This is an optimization exercise on Yosys and OpenROAD, whose aim is small area, not a production implementation.
At most, simulation tests tie the RTL to the original design; equivalence was not proved.
No activity file was given, so power comes from the tool's default toggle rates.

==> flow/design.v <==
`default_nettype none
package spc_pkg;
    localparam int OPCODE_W = 8;
    localparam int ADDR_W   = 16;
    localparam int DATA_W   = 32;
    localparam int CS_W  = 4;
    localparam int DEV_W = 2;
    localparam logic [ADDR_W-1:0] RD_ADDR_SPI = 'h0001;
    typedef enum logic [OPCODE_W-1:0] {
        OP_SPI_XFER = 8'h02,
        OP_PWM_CFG  = 8'h07,
        OP_READ     = 8'h08
    } opcode_e;
endpackage
`default_nettype wire
`default_nettype none
module spc_cmd_decoder #(
    parameter int NUM_PWM = 8
) (
    input  wire logic                          clk,
    input  wire logic                          rst_n,
    input  wire logic [spc_pkg::OPCODE_W-1:0]  cmd_opcode,
    input  wire logic [spc_pkg::ADDR_W-1:0]    cmd_addr,
    input  wire logic [spc_pkg::DATA_W-1:0]    cmd_data,
    input  wire logic                          cmd_valid,
    input  wire logic                          tx_done,
    input  wire logic [spc_pkg::DATA_W-1:0]    spi_rx_word,
    input  wire logic                          spi_rx_valid,
    output logic                               spi_start,
    output logic [spc_pkg::DEV_W-1:0]          spi_dev,
    output logic [spc_pkg::DATA_W-1:0]         spi_wdata,
    output logic                               pwm_wr,
    output logic [((NUM_PWM > 1) ? $clog2(NUM_PWM) : 1)-1:0] pwm_sel,
    output logic [spc_pkg::DATA_W-1:0]         pwm_wdata,
    output logic [spc_pkg::DATA_W-1:0]         tx_data,
    output logic                               tx_en
);
    localparam int SEL_W = (NUM_PWM > 1) ? $clog2(NUM_PWM) : 1;
    logic rd_hit;
    logic rd_sel;
    assign spi_start = cmd_valid && (cmd_opcode == spc_pkg::OP_SPI_XFER);
    assign pwm_wr    = cmd_valid && (cmd_opcode == spc_pkg::OP_PWM_CFG) &&
                       (int'(cmd_addr) < NUM_PWM);
    assign rd_hit    = cmd_valid && (cmd_opcode == spc_pkg::OP_READ);
    assign spi_dev   = cmd_addr[spc_pkg::DEV_W-1:0];
    assign spi_wdata = cmd_data;
    assign pwm_sel   = cmd_addr[SEL_W-1:0];
    assign pwm_wdata = cmd_data;
    assign rd_sel = (cmd_addr == spc_pkg::RD_ADDR_SPI) && spi_rx_valid;
    always_ff @(posedge clk or negedge rst_n) begin
        if (!rst_n) begin
            tx_en <= 1'b0;
        end else if (rd_hit) begin
            tx_en <= 1'b1;
        end else if (tx_done && !cmd_valid) begin
            tx_en <= 1'b0;
        end
    end
    always_ff @(posedge clk) begin
        if (rd_hit) begin
            tx_data <= spi_rx_word & {spc_pkg::DATA_W{rd_sel}};
        end
    end
endmodule
`default_nettype wire
`default_nettype none
module spc_spi_master (
    input  wire logic                        clk,
    input  wire logic                        rst_n,
    input  wire logic                        spi_start,
    input  wire logic [spc_pkg::DEV_W-1:0]   spi_dev,
    input  wire logic [spc_pkg::DATA_W-1:0]  spi_wdata,
    input  wire logic                        spi_miso,
    output logic                             spi_sclk,
    output logic                             spi_mosi,
    output logic [spc_pkg::CS_W-1:0]         spi_cs,
    output logic [spc_pkg::DATA_W-1:0]       spi_rx_word,
    output logic                             spi_rx_valid
);
    localparam int CNT_W = $clog2(spc_pkg::DATA_W) + 1;
    logic                        active;
    logic [CNT_W-1:0]            edge_cnt;
    logic [spc_pkg::DEV_W-1:0]   dev_q;
    logic [spc_pkg::DATA_W-1:0]  shift_reg;
    logic [spc_pkg::DATA_W-1:0]  shift_next;
    logic                        take;
    logic                        fall;
    logic                        last;
    assign take = spi_start && !active;
    assign fall = active && edge_cnt[0];
    assign last = fall && (&edge_cnt);
    assign shift_next = {shift_reg[spc_pkg::DATA_W-2:0], spi_miso};
    assign spi_sclk = edge_cnt[0];
    assign spi_cs   = active ? ~(spc_pkg::CS_W'(1) << dev_q) : '1;
    always_ff @(posedge clk or negedge rst_n) begin
        if (!rst_n) begin
            active       <= 1'b0;
            edge_cnt     <= '0;
            spi_mosi     <= 1'b0;
            spi_rx_valid <= 1'b0;
        end else begin
            if (take) begin
                active <= 1'b1;
            end else if (last) begin
                active <= 1'b0;
            end
            if (active) begin
                edge_cnt <= edge_cnt + 1'b1;
            end
            if (fall) begin
                spi_mosi <= shift_reg[spc_pkg::DATA_W-1];
            end
            if (last) begin
                spi_rx_valid <= 1'b1;
            end
        end
    end
    always_ff @(posedge clk) begin
        if (take) begin
            shift_reg <= spi_wdata;
            dev_q     <= spi_dev;
        end else if (fall) begin
            shift_reg <= shift_next;
        end
        if (last) begin
            spi_rx_word <= shift_next;
        end
    end
endmodule
`default_nettype wire
`default_nettype none
module spc_pwm_bank #(
    parameter int NUM_PWM   = 8,
    parameter int PWM_CNT_W = 16
) (
    input  wire logic                          clk,
    input  wire logic                          rst_n,
    input  wire logic                          pwm_wr,
    input  wire logic [((NUM_PWM > 1) ? $clog2(NUM_PWM) : 1)-1:0] pwm_sel,
    input  wire logic [spc_pkg::DATA_W-1:0]    pwm_wdata,
    output logic [NUM_PWM-1:0]                 pwm_out
);
    localparam int SEL_W = (NUM_PWM > 1) ? $clog2(NUM_PWM) : 1;
    localparam int PER_LSB = spc_pkg::DATA_W / 2;
    if (PWM_CNT_W > spc_pkg::DATA_W / 2) begin : g_width_check
        $error("PWM_CNT_W does not fit half of the data word");
    end
    logic [PWM_CNT_W-1:0] w_per;
    logic [PWM_CNT_W-1:0] w_duty;
    logic [PWM_CNT_W-1:0] w_start;
    logic [PWM_CNT_W-1:0] w_diff;
    logic [PWM_CNT_W-1:0] w_under;
    logic [PWM_CNT_W:0]   w_borrow;
    assign w_per   = pwm_wdata[PER_LSB +: PWM_CNT_W];
    assign w_duty  = pwm_wdata[0 +: PWM_CNT_W];
    assign w_start = -w_per;
    assign w_borrow[0] = 1'b0;
    for (genvar b = 0; b < PWM_CNT_W; b++) begin : g_sub
        assign w_diff[b]     = w_per[b] ^ w_duty[b] ^ w_borrow[b];
        assign w_borrow[b+1] = (!w_per[b] && w_duty[b]) || (!w_per[b] && w_borrow[b]) ||
                               (w_duty[b] && w_borrow[b]);
    end
    assign w_under = w_borrow[PWM_CNT_W] ? '0 : w_diff;
    for (genvar i = 0; i < NUM_PWM; i++) begin : g_ch
        logic [PWM_CNT_W-1:0] start_q;
        logic [PWM_CNT_W-1:0] start_d;
        logic [PWM_CNT_W-1:0] under_q;
        logic [PWM_CNT_W-1:0] x_q;
        logic [PWM_CNT_W:0]   carry;
        logic [PWM_CNT_W:0]   over;
        logic                 en_q;
        logic                 wr_hit;
        logic                 load;
        assign wr_hit = pwm_wr && (pwm_sel == SEL_W'(i));
        assign start_d = start_q ^ ((start_q ^ w_start) & {PWM_CNT_W{wr_hit}});
        assign carry[0] = 1'b1;
        assign over[0]  = 1'b0;
        for (genvar b = 0; b < PWM_CNT_W; b++) begin : g_bit
            assign carry[b+1] = carry[b] & x_q[b];
            assign over[b+1]  = (x_q[b] && under_q[b]) || (x_q[b] && over[b]) ||
                                (under_q[b] && over[b]);
        end
        assign load = wr_hit || carry[PWM_CNT_W];
        always_ff @(posedge clk or negedge rst_n) begin
            if (!rst_n) begin
                en_q <= 1'b0;
            end else if (wr_hit) begin
                en_q <= |w_per;
            end
        end
        always_ff @(posedge clk) begin
            if (wr_hit) begin
                under_q <= w_under;
            end
            start_q <= start_d;
            x_q     <= ((x_q ^ carry[PWM_CNT_W-1:0]) & {PWM_CNT_W{!wr_hit}}) |
                       (start_d & {PWM_CNT_W{load}});
        end
        assign pwm_out[i] = en_q && !over[PWM_CNT_W];
    end
endmodule
`default_nettype wire
`default_nettype none
module spc_top #(
    parameter int NUM_PWM   = 8,
    parameter int PWM_CNT_W = 16
) (
    input  wire logic                          clk,
    input  wire logic                          rst_n,
    input  wire logic [spc_pkg::OPCODE_W-1:0]  cmd_opcode,
    input  wire logic [spc_pkg::ADDR_W-1:0]    cmd_addr,
    input  wire logic [spc_pkg::DATA_W-1:0]    cmd_data,
    input  wire logic                          cmd_valid,
    output logic                               spi_sclk,
    output logic                               spi_mosi,
    input  wire logic                          spi_miso,
    output logic [spc_pkg::CS_W-1:0]           spi_cs,
    output logic [NUM_PWM-1:0]                 pwm_out,
    output logic [spc_pkg::DATA_W-1:0]         tx_data,
    output logic                               tx_en,
    input  wire logic                          tx_done
);
    localparam int SEL_W = (NUM_PWM > 1) ? $clog2(NUM_PWM) : 1;
    logic                        spi_start;
    logic [spc_pkg::DEV_W-1:0]   spi_dev;
    logic [spc_pkg::DATA_W-1:0]  spi_wdata;
    logic [spc_pkg::DATA_W-1:0]  spi_rx_word;
    logic                        spi_rx_valid;
    logic                        pwm_wr;
    logic [SEL_W-1:0]            pwm_sel;
    logic [spc_pkg::DATA_W-1:0]  pwm_wdata;
    spc_cmd_decoder #(
        .NUM_PWM (NUM_PWM)
    ) i_decoder (
        .clk         (clk),
        .rst_n       (rst_n),
        .cmd_opcode  (cmd_opcode),
        .cmd_addr    (cmd_addr),
        .cmd_data    (cmd_data),
        .cmd_valid   (cmd_valid),
        .tx_done     (tx_done),
        .spi_rx_word (spi_rx_word),
        .spi_rx_valid(spi_rx_valid),
        .spi_start   (spi_start),
        .spi_dev     (spi_dev),
        .spi_wdata   (spi_wdata),
        .pwm_wr      (pwm_wr),
        .pwm_sel     (pwm_sel),
        .pwm_wdata   (pwm_wdata),
        .tx_data     (tx_data),
        .tx_en       (tx_en)
    );
    spc_spi_master i_spi (
        .clk         (clk),
        .rst_n       (rst_n),
        .spi_start   (spi_start),
        .spi_dev     (spi_dev),
        .spi_wdata   (spi_wdata),
        .spi_miso    (spi_miso),
        .spi_sclk    (spi_sclk),
        .spi_mosi    (spi_mosi),
        .spi_cs      (spi_cs),
        .spi_rx_word (spi_rx_word),
        .spi_rx_valid(spi_rx_valid)
    );
    spc_pwm_bank #(
        .NUM_PWM   (NUM_PWM),
        .PWM_CNT_W (PWM_CNT_W)
    ) i_pwm (
        .clk       (clk),
        .rst_n     (rst_n),
        .pwm_wr    (pwm_wr),
        .pwm_sel   (pwm_sel),
        .pwm_wdata (pwm_wdata),
        .pwm_out   (pwm_out)
    );
endmodule
`default_nettype wire
Settings: LEC_CHECK=0, CAP_MARGIN=20, CORE_MARGIN=2, CORE_UTILIZATION=65, SLEW_MARGIN=20; clock period 5.0 ns.
standard.sh (not shown) runs the stock make flow with config.mk's settings and CLKGATE_MAP_FILE= SYNTH_SCRIPT=/design/flow/synth_recipe.tcl, a recipe that flattens the netlist after the stock synthesis.
==> flow/flow/run.sh <==
#!/bin/bash
# Standard ORFS layout (standard.sh) with these changes:
#  - synthesis maps logic with an area-oriented ABC script (flow/abc_area.script);
#    the rest of the ORFS scripts are used unchanged, through links
#  - single-drive buffers on the ports
#  - clock tree from clkbuf_8 leaf clusters, without dummy loads
set -euo pipefail
here=$(pwd)
mkdir -p "$here/scripts"
for f in "$FLOW_HOME"/scripts/*; do
  ln -sfn "$f" "$here/scripts/$(basename "$f")"
done
rm -f "$here/scripts/abc_area.script"
cp "$here/flow/abc_area.script" "$here/scripts/abc_area.script"

export BUFFER_PORTS_ARGS="-buffer_cell sky130_fd_sc_hd__buf_1"
export CTS_ARGS="-sink_clustering_enable -repair_clock_nets -dont_use_dummy_load -buf_list sky130_fd_sc_hd__clkbuf_8 -sink_clustering_size 16 -sink_clustering_max_diameter 50"

bash standard.sh SCRIPTS_DIR="$here/scripts" ABC_AREA=1 finish > "$here/standard.log" 2>&1
==> flow/flow/abc_area.script <==
&get -n
&st
&syn3
&dch -f
&nf -a -p -R 1000
&st
&syn3
&dch -f
&nf -a -p -R 1000
&st
&dch -f
&nf -a -p -R 1000
&put
The baseline completed, yet does not pass: setup timing.
==> next run, changes <==
--- a/flow/design.v
+++ b/flow/design.v
@@ -58,7 +58,6 @@
     end
     always_ff @(posedge clk) begin
-        if (rd_hit) begin
-            tx_data <= spi_rx_word & {spc_pkg::DATA_W{rd_sel}};
-        end
+        tx_data <= (spi_rx_word & {spc_pkg::DATA_W{rd_hit && rd_sel}}) |
+                   (tx_data & {spc_pkg::DATA_W{!rd_hit}});
     end
 endmodule
@@ -117,9 +116,9 @@
     end
     always_ff @(posedge clk) begin
+        shift_reg <= (spi_wdata  & {spc_pkg::DATA_W{take}}) |
+                     (shift_next & {spc_pkg::DATA_W{fall}}) |
+                     (shift_reg  & {spc_pkg::DATA_W{!take && !fall}});
         if (take) begin
-            shift_reg <= spi_wdata;
-            dev_q     <= spi_dev;
-        end else if (fall) begin
-            shift_reg <= shift_next;
+            dev_q <= spi_dev;
         end
         if (last) begin
@@ -149,17 +148,9 @@
     logic [PWM_CNT_W-1:0] w_duty;
     logic [PWM_CNT_W-1:0] w_start;
-    logic [PWM_CNT_W-1:0] w_diff;
-    logic [PWM_CNT_W-1:0] w_under;
-    logic [PWM_CNT_W:0]   w_borrow;
+    logic [PWM_CNT_W:0]   w_diff;
     assign w_per   = pwm_wdata[PER_LSB +: PWM_CNT_W];
     assign w_duty  = pwm_wdata[0 +: PWM_CNT_W];
     assign w_start = -w_per;
-    assign w_borrow[0] = 1'b0;
-    for (genvar b = 0; b < PWM_CNT_W; b++) begin : g_sub
-        assign w_diff[b]     = w_per[b] ^ w_duty[b] ^ w_borrow[b];
-        assign w_borrow[b+1] = (!w_per[b] && w_duty[b]) || (!w_per[b] && w_borrow[b]) ||
-                               (w_duty[b] && w_borrow[b]);
-    end
-    assign w_under = w_borrow[PWM_CNT_W] ? '0 : w_diff;
+    assign w_diff  = {1'b0, w_per} - {1'b0, w_duty};
     for (genvar i = 0; i < NUM_PWM; i++) begin : g_ch
         logic [PWM_CNT_W-1:0] start_q;
@@ -190,7 +181,6 @@
         end
         always_ff @(posedge clk) begin
-            if (wr_hit) begin
-                under_q <= w_under;
-            end
+            under_q <= (w_diff[PWM_CNT_W-1:0] & {PWM_CNT_W{wr_hit && !w_diff[PWM_CNT_W]}}) |
+                       (under_q & {PWM_CNT_W{!wr_hit}});
             start_q <= start_d;
             x_q     <= ((x_q ^ carry[PWM_CNT_W-1:0]) & {PWM_CNT_W{!wr_hit}}) |
After rerunning: This time the run completed without violations; wire length goes up by roughly a tenth; count of clock-buffer cells in the layout goes down by 2; cell count goes up by about a fifth; sequential power goes down by a few percent; cell area goes down slightly; die area goes down slightly; synthesized area goes down slightly; setup slack is better by 2.3 ns; synthesized cell count goes up by a quarter to a third; global-route usage goes up by 3.7 points.
Function not checked in the first run of this note: the RTL went through the layout flow alone.

## what the ideal ports hide
How much do the figures lean on ideal ports? The routed layouts below were timed once more, with nothing changed but the port constraints.
Step 1 assumes that a clkbuf_16 drives the clock port and a buf_2 every other input.
Step 2 also shifts input and output timing later by t, the mid clock arrival at the registers, as if the neighbouring blocks saw the same clock.
Three values: ideal ports, drivers, drivers and shift; two values: the first two.
run	t, ns	slack for setup (ns)	hold slack, ns	cell pins on the clock port's net
the first run	0.599	-1.747 / -1.749 / -2.348	0.378 / 0.356 / 0.411	1
the second run	0.595	0.561 / 0.588 / -0.007	0.410 / 0.382 / 0.440	1
Met with ideal ports but missed after step 2: setup timing in the second run. For the first run, which loses most, drivers alone change the setup slack by -0.002 ns; drivers and shift together by -0.601 ns.
